Background: an optimization exercise with open tools, aiming at small area. Do not read the settings as production practice. In this exercise RTL edits were held to simulation tests only and were not proved equivalent to the original. No activity file was given, so power comes from the tool's default toggle rates.

==> flow/design.v <==
package regfile_pkg;
   localparam int RF_DATA_W = 32;
   localparam int RF_DEPTH  = 32;
   localparam int ZERO_IDX  = 0;
endpackage
import regfile_pkg::*;
module regfile_scoreboard
#(
   parameter int DEPTH    = RF_DEPTH,
   parameter int ADDR_W   = $clog2(DEPTH),
   parameter int ZERO_REG = 1
) (
   input  logic              clk,
   input  logic              rst_n,
   input  logic              iss_en,
   input  logic [ADDR_W-1:0] iss_addr,
   input  logic              wa_en,
   input  logic [ADDR_W-1:0] wa_addr,
   input  logic              wb_en,
   input  logic [ADDR_W-1:0] wb_addr,
   output logic [DEPTH-1:0]  busy
);
   genvar r;
   generate
      for (r = 0; r < DEPTH; r++) begin : g_busy
         if ((ZERO_REG != 0) && (r == ZERO_IDX)) begin : g_zero
            always_ff @(posedge clk or negedge rst_n) begin
               if (!rst_n)
                  busy[r] <= 1'b0;
               else
                  busy[r] <= 1'b0;
            end
         end else begin : g_live
            logic iss_hit;
            logic wr_clr;
            always_comb begin
               iss_hit = iss_en && (iss_addr == ADDR_W'(r));
               wr_clr  = (wa_en && (wa_addr == ADDR_W'(r))) ||
                         (wb_en && (wb_addr == ADDR_W'(r)));
            end
            always_ff @(posedge clk or negedge rst_n) begin
               if (!rst_n)
                  busy[r] <= 1'b0;
               else if (iss_hit)
                  busy[r] <= 1'b1;
               else if (wr_clr)
                  busy[r] <= 1'b0;
            end
         end
      end
   endgenerate
endmodule
import regfile_pkg::*;
module regfile_mp
#(
   parameter int DATA_W   = RF_DATA_W,
   parameter int DEPTH    = RF_DEPTH,
   parameter int ADDR_W   = $clog2(DEPTH),
   parameter int NUM_RD   = 2,
   parameter int ZERO_REG = 1
) (
   input  logic                     clk,
   input  logic                     rst_n,
   input  logic [NUM_RD*ADDR_W-1:0] rd_addr,
   output logic [NUM_RD*DATA_W-1:0] rd_data,
   output logic [NUM_RD-1:0]        rd_busy,
   input  logic                     wa_en,
   input  logic [ADDR_W-1:0]        wa_addr,
   input  logic [DATA_W-1:0]        wa_data,
   input  logic                     wb_en,
   input  logic [ADDR_W-1:0]        wb_addr,
   input  logic [DATA_W-1:0]        wb_data,
   input  logic                     iss_en,
   input  logic [ADDR_W-1:0]        iss_addr,
   output logic [DATA_W-1:0]        last_wr
);
   logic [DATA_W-1:0] mem [DEPTH];
   logic [DEPTH-1:0]  busy_vec;
   genvar r;
   generate
      for (r = 0; r < DEPTH; r++) begin : g_reg
         logic pick_en;
         logic pick_from_b;
         always_comb begin
            pick_from_b = wb_en && (wb_addr == ADDR_W'(r));
            pick_en     = ((wa_en && (wa_addr == ADDR_W'(r))) || pick_from_b) &&
                          !((ZERO_REG != 0) && (r == ZERO_IDX));
         end
         always_ff @(posedge clk or negedge rst_n) begin
            if (!rst_n)
               mem[r] <= '0;
            else if (pick_en)
               mem[r] <= pick_from_b ? wb_data : wa_data;
         end
      end
   endgenerate
   always_ff @(posedge clk or negedge rst_n) begin
      if (!rst_n)
         last_wr <= '0;
      else if (wb_en)
         last_wr <= wb_data;
      else if (wa_en)
         last_wr <= wa_data;
   end
   regfile_scoreboard #(
      .DEPTH    (DEPTH),
      .ADDR_W   (ADDR_W),
      .ZERO_REG (ZERO_REG)
   ) u_sb (
      .clk      (clk),
      .rst_n    (rst_n),
      .iss_en   (iss_en),
      .iss_addr (iss_addr),
      .wa_en    (wa_en),
      .wa_addr  (wa_addr),
      .wb_en    (wb_en),
      .wb_addr  (wb_addr),
      .busy     (busy_vec)
   );
   genvar k;
   generate
      for (k = 0; k < NUM_RD; k++) begin : g_rd
         logic [ADDR_W-1:0] addr;
         logic              a_hit;
         logic              b_hit;
         logic              is_zero;
         logic [DATA_W-1:0] data;
         assign addr = rd_addr[k*ADDR_W +: ADDR_W];
         always_comb begin
            a_hit   = wa_en && (wa_addr == addr);
            b_hit   = wb_en && (wb_addr == addr);
            is_zero = (ZERO_REG != 0) && (addr == ADDR_W'(ZERO_IDX));
            if (is_zero)
               data = '0;
            else if (b_hit)
               data = wb_data;
            else if (a_hit)
               data = wa_data;
            else
               data = mem[addr];
         end
         assign rd_data[k*DATA_W +: DATA_W] = data;
         assign rd_busy[k] = busy_vec[addr] & ~(a_hit | b_hit);
      end
   endgenerate
endmodule
==> flow/run.sh <==
#!/bin/bash
# synth_recipe.tcl (not shown) runs the flow's synth.tcl, then flattens the netlist and writes it again
# the make line also repeats each setting of config.mk as NAME=value (left out here)
make -C /OpenROAD-flow-scripts/flow DESIGN_CONFIG=/design/flow/config.mk WORK_HOME=/design/flow/orfs CLKGATE_MAP_FILE= SYNTH_SCRIPT=/design/flow/synth_recipe.tcl finish
==> flow/config.mk <==
export PLATFORM = sky130hd
export DESIGN_NAME = regfile_mp
export DESIGN_NICKNAME = regfile_mp
export VERILOG_FILES = /design/flow/design.v
export SDC_FILE = /design/flow/constraint.sdc
export NUM_CORES = 8
export LEC_CHECK = 0
export CAP_MARGIN = 20
export CORE_MARGIN = 2
export CORE_UTILIZATION = 40
export SLEW_MARGIN = 20
==> flow/constraint.sdc <==
create_clock -name core_clock -period 10.0 [get_ports {clk}]
set_input_delay 2.0000 -clock core_clock [delete_from_list [all_inputs] [get_ports {clk}]]
set_output_delay 2.0000 -clock core_clock [all_outputs]
set_load 0.01 [all_outputs]
==> summary.txt <==
[state kept, by name (all words and copies together), names as in the netlist]
signal,flops
last_wr,32
mem,992
u_sb.busy,31
[per-stage QoR]
stage | utilization (%) | worst slack [ps] | hold WS, ps | std cells
3_3_place_gp | 42.9 | 1490 | 524 | 9074
5_1_grt | 45.8 | 1260 | 562 | 9322
6_report | 45.8 | 938 | 556 | 9363
4_1_cts | 45.7 | 1580 | 553 | 9307
2_1_floorplan | - | 4300 | 477 | 7230
3_5_place_dp | 42.9 | 1590 | 536 | 9077
[power breakdown]
part           total, mW  switching, mW  internal, mW
logic               3.15           1.85          1.30
registers           6.93           1.55          5.38
clock network       5.19           2.14          3.05
[final timing paths]
kind                                     from            end  slack, ps  cells after the start
worst max-delay path               rd_addr[5]    rd_data[52]        940                     11
worst min register to register  u_sb.busy[11]  u_sb.busy[11]        560                      2
worst min-delay path            u_sb.busy[11]  u_sb.busy[11]        560                      2
max in group asynchronous               rst_n    mem[22][16]       6510                      3
worst max register to register    mem[19][16]    mem[19][16]       9010                      2
min in group asynchronous               rst_n  u_sb.busy[17]       1170                      1
[kinds of logic (layout without fill, tap and decap cells)]
family,Yosys count,after routing
and+or+nand+nor,1937,1937
muxes,1209,1209
other,0,51
DFF,1055,1055
xor gates and xnor gates,20,20
buffers and inverters,865,772
AOI/OAI and AO/OA,2144,2144
[critical path, delay by kind of cell]
kind / cells / cell delay [ps]
compound gates: 1 / 140
simple gates: 6 / 2370
buf+inv: 4 / 2380
[routing by layer]
layer  global-route usage [%]  vias to the layer above  share of wire (%)
met5                     3.16                        -               0.14
met1                     63.2                    34746                 36
li1                         -                    26139                  -
met4                     37.5                       42                9.8
met2                     65.0                     8101                 36
met3                     30.4                     2683                 18
[area by class of cell]
type                    count  area share (%)
diodes                     51           0.171
inverters                  14          0.0706
flip-flops and latches   1055            35.5
repair buffers            528            6.47
well taps                2175            3.66
clock buffers             179            5.04
clock inverters            51            1.00
multi-input cells        5310            48.1
[placed cells by master (no fill, tap or decap), types with 20 or more instances in the layout]
cell type                         count
sky130_fd_sc_hd__o21ai_1             25
sky130_fd_sc_hd__nand2_1            701
sky130_fd_sc_hd__clkbuf_16          135
sky130_fd_sc_hd__a22o_1             150
sky130_fd_sc_hd__clkbuf_8            21
sky130_fd_sc_hd__diode_2             51
sky130_fd_sc_hd__clkdlybuf4s50_1    178
sky130_fd_sc_hd__clkbuf_1            23
sky130_fd_sc_hd__a22oi_1            410
sky130_fd_sc_hd__dfrtp_1           1055
sky130_fd_sc_hd__nor3_1             111
sky130_fd_sc_hd__nand2_4             31
sky130_fd_sc_hd__a32o_1              22
sky130_fd_sc_hd__nor2_1             587
sky130_fd_sc_hd__a21oi_1            584
sky130_fd_sc_hd__a211oi_1            32
sky130_fd_sc_hd__buf_12              25
sky130_fd_sc_hd__a221oi_1           155
sky130_fd_sc_hd__o21ai_0            561
sky130_fd_sc_hd__nand4_1            122
sky130_fd_sc_hd__mux2i_1           1160
sky130_fd_sc_hd__mux2_2              25
sky130_fd_sc_hd__o22ai_1             52
sky130_fd_sc_hd__nor2_4              80
sky130_fd_sc_hd__o221ai_1            32
sky130_fd_sc_hd__nand2b_1            21
sky130_fd_sc_hd__buf_4              315
sky130_fd_sc_hd__nand3_1            112
sky130_fd_sc_hd__and3_1              20
==> impl_metrics.prom <==
# TYPE chip_impl_metric gauge
chip_impl_metric{name="power.total",unit="mW"} 15.3
chip_impl_metric{name="power.density",unit="nW/µm²"} 205
chip_impl_metric{name="final_layout_size_suffix_gt1_share",unit="%"} 10.9
chip_impl_metric{name="max-vdd-ir-drop",unit="µV"} 204
chip_impl_metric{name="post_synthesis_sequential_area_ratio",unit="%"} 40.4
chip_impl_metric{name="timing.slew.headroom",unit="%"} 5.86
chip_impl_metric{name="fin_setup_tns",unit="ps"} 0
chip_impl_info{name="synth_top_cells_by_count",value="sky130_fd_sc_hd__mux2i_1 (1160), sky130_fd_sc_hd__dfrtp_1 (1055), sky130_fd_sc_hd__nand2_1 (733)"} 1
chip_impl_metric{name="post_synthesis_register_bit_count",unit=""} 1055
chip_impl_info{name="timing.critical_path.slowest_stage_cell",value="sky130_fd_sc_hd__nor2_4"} 1
chip_impl_metric{name="routed_via_density",unit=""} 7.66
chip_impl_metric{name="finalInstanceArea",unit="µm²"} 74500
chip_impl_metric{name="synth_top_area_share",unit="%"} 40.4
chip_impl_metric{name="area_growth_syn_to_layout",unit="%"} 13.9
chip_impl_metric{name="power_leakage",unit="nW"} 32.3
chip_impl_metric{name="grt_first_pass_wirelength",unit="µm"} 585000
chip_impl_metric{name="post_synth_inst_count",unit=""} 7230
chip_impl_metric{name="grt_max_degree",unit=""} 142
chip_impl_metric{name="htree_num_levels",unit=""} 4
chip_impl_metric{name="syn_area",unit="µm²"} 65300
chip_impl_metric{name="design.core.area",unit="µm²"} 162000
chip_impl_metric{name="synthSimpleGateAreaFrac",unit="%"} 13.4
chip_impl_metric{name="critical_path.max_stage_delay",unit="ps"} 770
chip_impl_metric{name="grt_antenna_before_repair",unit=""} 57
chip_impl_metric{name="postPlaceCellArea",unit="µm²"} 69700
chip_impl_metric{name="die_h",unit="µm"} 408
chip_impl_metric{name="synth_edf_count",unit=""} 0
chip_impl_info{name="synth.most_common_cell",value="sky130_fd_sc_hd__mux2i_1"} 1
chip_impl_metric{name="dp.final_hpwl",unit="µm"} 277000
chip_impl_metric{name="drc",unit=""} 0
chip_impl_metric{name="nets",unit=""} 7134
chip_impl_metric{name="row_count",unit=""} 148
chip_impl_metric{name="worst_tran_pin_value",unit="ps"} 1410
chip_impl_metric{name="drt-wirelength-per-cell",unit="µm"} 47.5
chip_impl_metric{name="timing.final.max_slew_violations",unit=""} 0
chip_impl_info{name="crit_chain",value="buf_4 > buf_4 > nand2_2 > nor2_4 > buf_4 > a211oi_1 > and3_1 > nand4_1 > nor3_1 > nor3_1 > clkdlybuf4s50_1"} 1
chip_impl_metric{name="critical_path_fanout_max",unit=""} 27
chip_impl_info{name="synthFlopType",value="sky130_fd_sc_hd__dfrtp_1"} 1
chip_impl_info{name="synth_top_family_by_area",value="compound AO/OA/AOI/OAI gates"} 1
chip_impl_metric{name="vias",unit=""} 71711
chip_impl_metric{name="io_pins",unit=""} 192
chip_impl_metric{name="dieWidth",unit="µm"} 408
chip_impl_metric{name="gp_congestion",unit=""} 1.11
chip_impl_metric{name="place.port_buffers",unit=""} 191
chip_impl_info{name="worst_setup_path_start_kind",value="primary input"} 1
chip_impl_metric{name="clkTransAtPathRegs",unit="ps"} 60
chip_impl_metric{name="multi_input_area",unit="µm²"} 35800
chip_impl_metric{name="initial_core_util",unit="%"} 40.2
chip_impl_info{name="outcome",value="no timing/DRC/antenna violations"} 1
chip_impl_metric{name="data_arrival_time_at_the_worst_slack_endpoint",unit="ps"} 7060
chip_impl_info{name="cts_tree",value="yes"} 1
chip_impl_metric{name="cp_required",unit="ps"} 8000
chip_impl_info{name="grt_setup_unrepaired",value="no"} 1
chip_impl_metric{name="syn-mean-instance-area",unit="µm²"} 9.04
chip_impl_metric{name="synth.area.mux_share",unit="%"} 18.9
chip_impl_metric{name="layout_worst_path_cycle_share",unit="%"} 90.6
chip_impl_metric{name="synth_async_sr_flop_share",unit="%"} 100
chip_impl_metric{name="synth.net_count",unit=""} 7324
chip_impl_metric{name="skew",unit="ps"} 0
chip_impl_metric{name="gr-total-overflow",unit=""} 0
chip_impl_metric{name="maxCapViolCount",unit=""} 0
chip_impl_metric{name="setup_viol",unit=""} 0
chip_impl_metric{name="die_area",unit="µm²"} 167000
chip_impl_metric{name="postCtsSetupBuffers",unit=""} 0
chip_impl_metric{name="yosysUniqueCellTypes",unit=""} 89
chip_impl_metric{name="drt_wl_total",unit="µm"} 445000
chip_impl_metric{name="antenna_left",unit=""} 0
chip_impl_info{name="critPathMostFrequentCell",value="sky130_fd_sc_hd__buf_4"} 1
chip_impl_metric{name="drt_pass1_iterations",unit=""} 14
chip_impl_metric{name="synth-adder-area-share",unit="%"} 0
chip_impl_info{name="criticalPathCategory",value="in2out"} 1
chip_impl_metric{name="cts_inserted_buffers",unit=""} 131
chip_impl_metric{name="first_iter_violations",unit=""} 16033
chip_impl_metric{name="regArea",unit="µm²"} 26400
chip_impl_metric{name="cts.hold.buffers_added",unit=""} 0
chip_impl_metric{name="max_clock_freq",unit="MHz"} 110
chip_impl_metric{name="worst_skew_pair.late_latency",unit="ps"} 800
chip_impl_metric{name="post_synth_xor_area_fraction",unit="%"} 0.268
chip_impl_metric{name="grt_use_total",unit="%"} 51.5
chip_impl_metric{name="synth_compound_gate_area_share",unit="%"} 21.0
chip_impl_info{name="synth.largest_area_cell",value="sky130_fd_sc_hd__dfrtp_1"} 1
chip_impl_metric{name="layout_min_cycle_time",unit="ps"} 9060
chip_impl_metric{name="hold_viol_final",unit=""} 0
chip_impl_info{name="end_kind",value="output pin"} 1
chip_impl_info{name="netlist_top_cells_area",value="sky130_fd_sc_hd__dfrtp_1 (40%), sky130_fd_sc_hd__mux2i_1 (18%), sky130_fd_sc_hd__a22oi_1 (4.7%), sky130_fd_sc_hd__a21oi_1 (4.5%), sky130_fd_sc_hd__o21ai_0 (4.3%)"} 1
chip_impl_metric{name="cts_sinks",unit=""} 1055
chip_impl_metric{name="clock_tree.buffer_depth",unit=""} 3
chip_impl_metric{name="fill_cells",unit=""} 15511
chip_impl_metric{name="cts_resized",unit=""} 0
chip_impl_metric{name="yosys_warnings",unit=""} 3
chip_impl_info{name="hp-class",value="reg2reg"} 1
chip_impl_info{name="clk_root_buffer_cell",value="sky130_fd_sc_hd__clkbuf_16"} 1
chip_impl_metric{name="number_of_global_route_vias_before_repair",unit=""} 63631

-- what the ideal ports hide --
No port has a modelled driver above. Below, the same layout with a new extraction and two added sets of constraints. Step 1 (the two cells are an assumption about what drives the block):
set clk [get_ports {clk}]
set_driving_cell -lib_cell sky130_fd_sc_hd__clkbuf_16 $clk
set_driving_cell -lib_cell sky130_fd_sc_hd__buf_2 [delete_from_list [all_inputs] $clk]
Step 2 also shifts input and output timing later by t, the mid clock arrival at the registers, as if the neighbouring blocks saw the same clock. Three values: ideal, step 1, step 2; two values: the first two.
t (ns): 0.909
setup WS [ns]: 0.938 / 0.914 / 0.914
worst hold slack (ns): 0.556 / 0.556 / 0.556
worst register clock-pin slew, ns: 0.07 / 0.07
worst slew at a driven data input, ns: 0.05
After both steps this run still meets setup and hold. For this run, drivers alone change the setup slack by -0.024 ns; drivers and shift together by -0.024 ns.
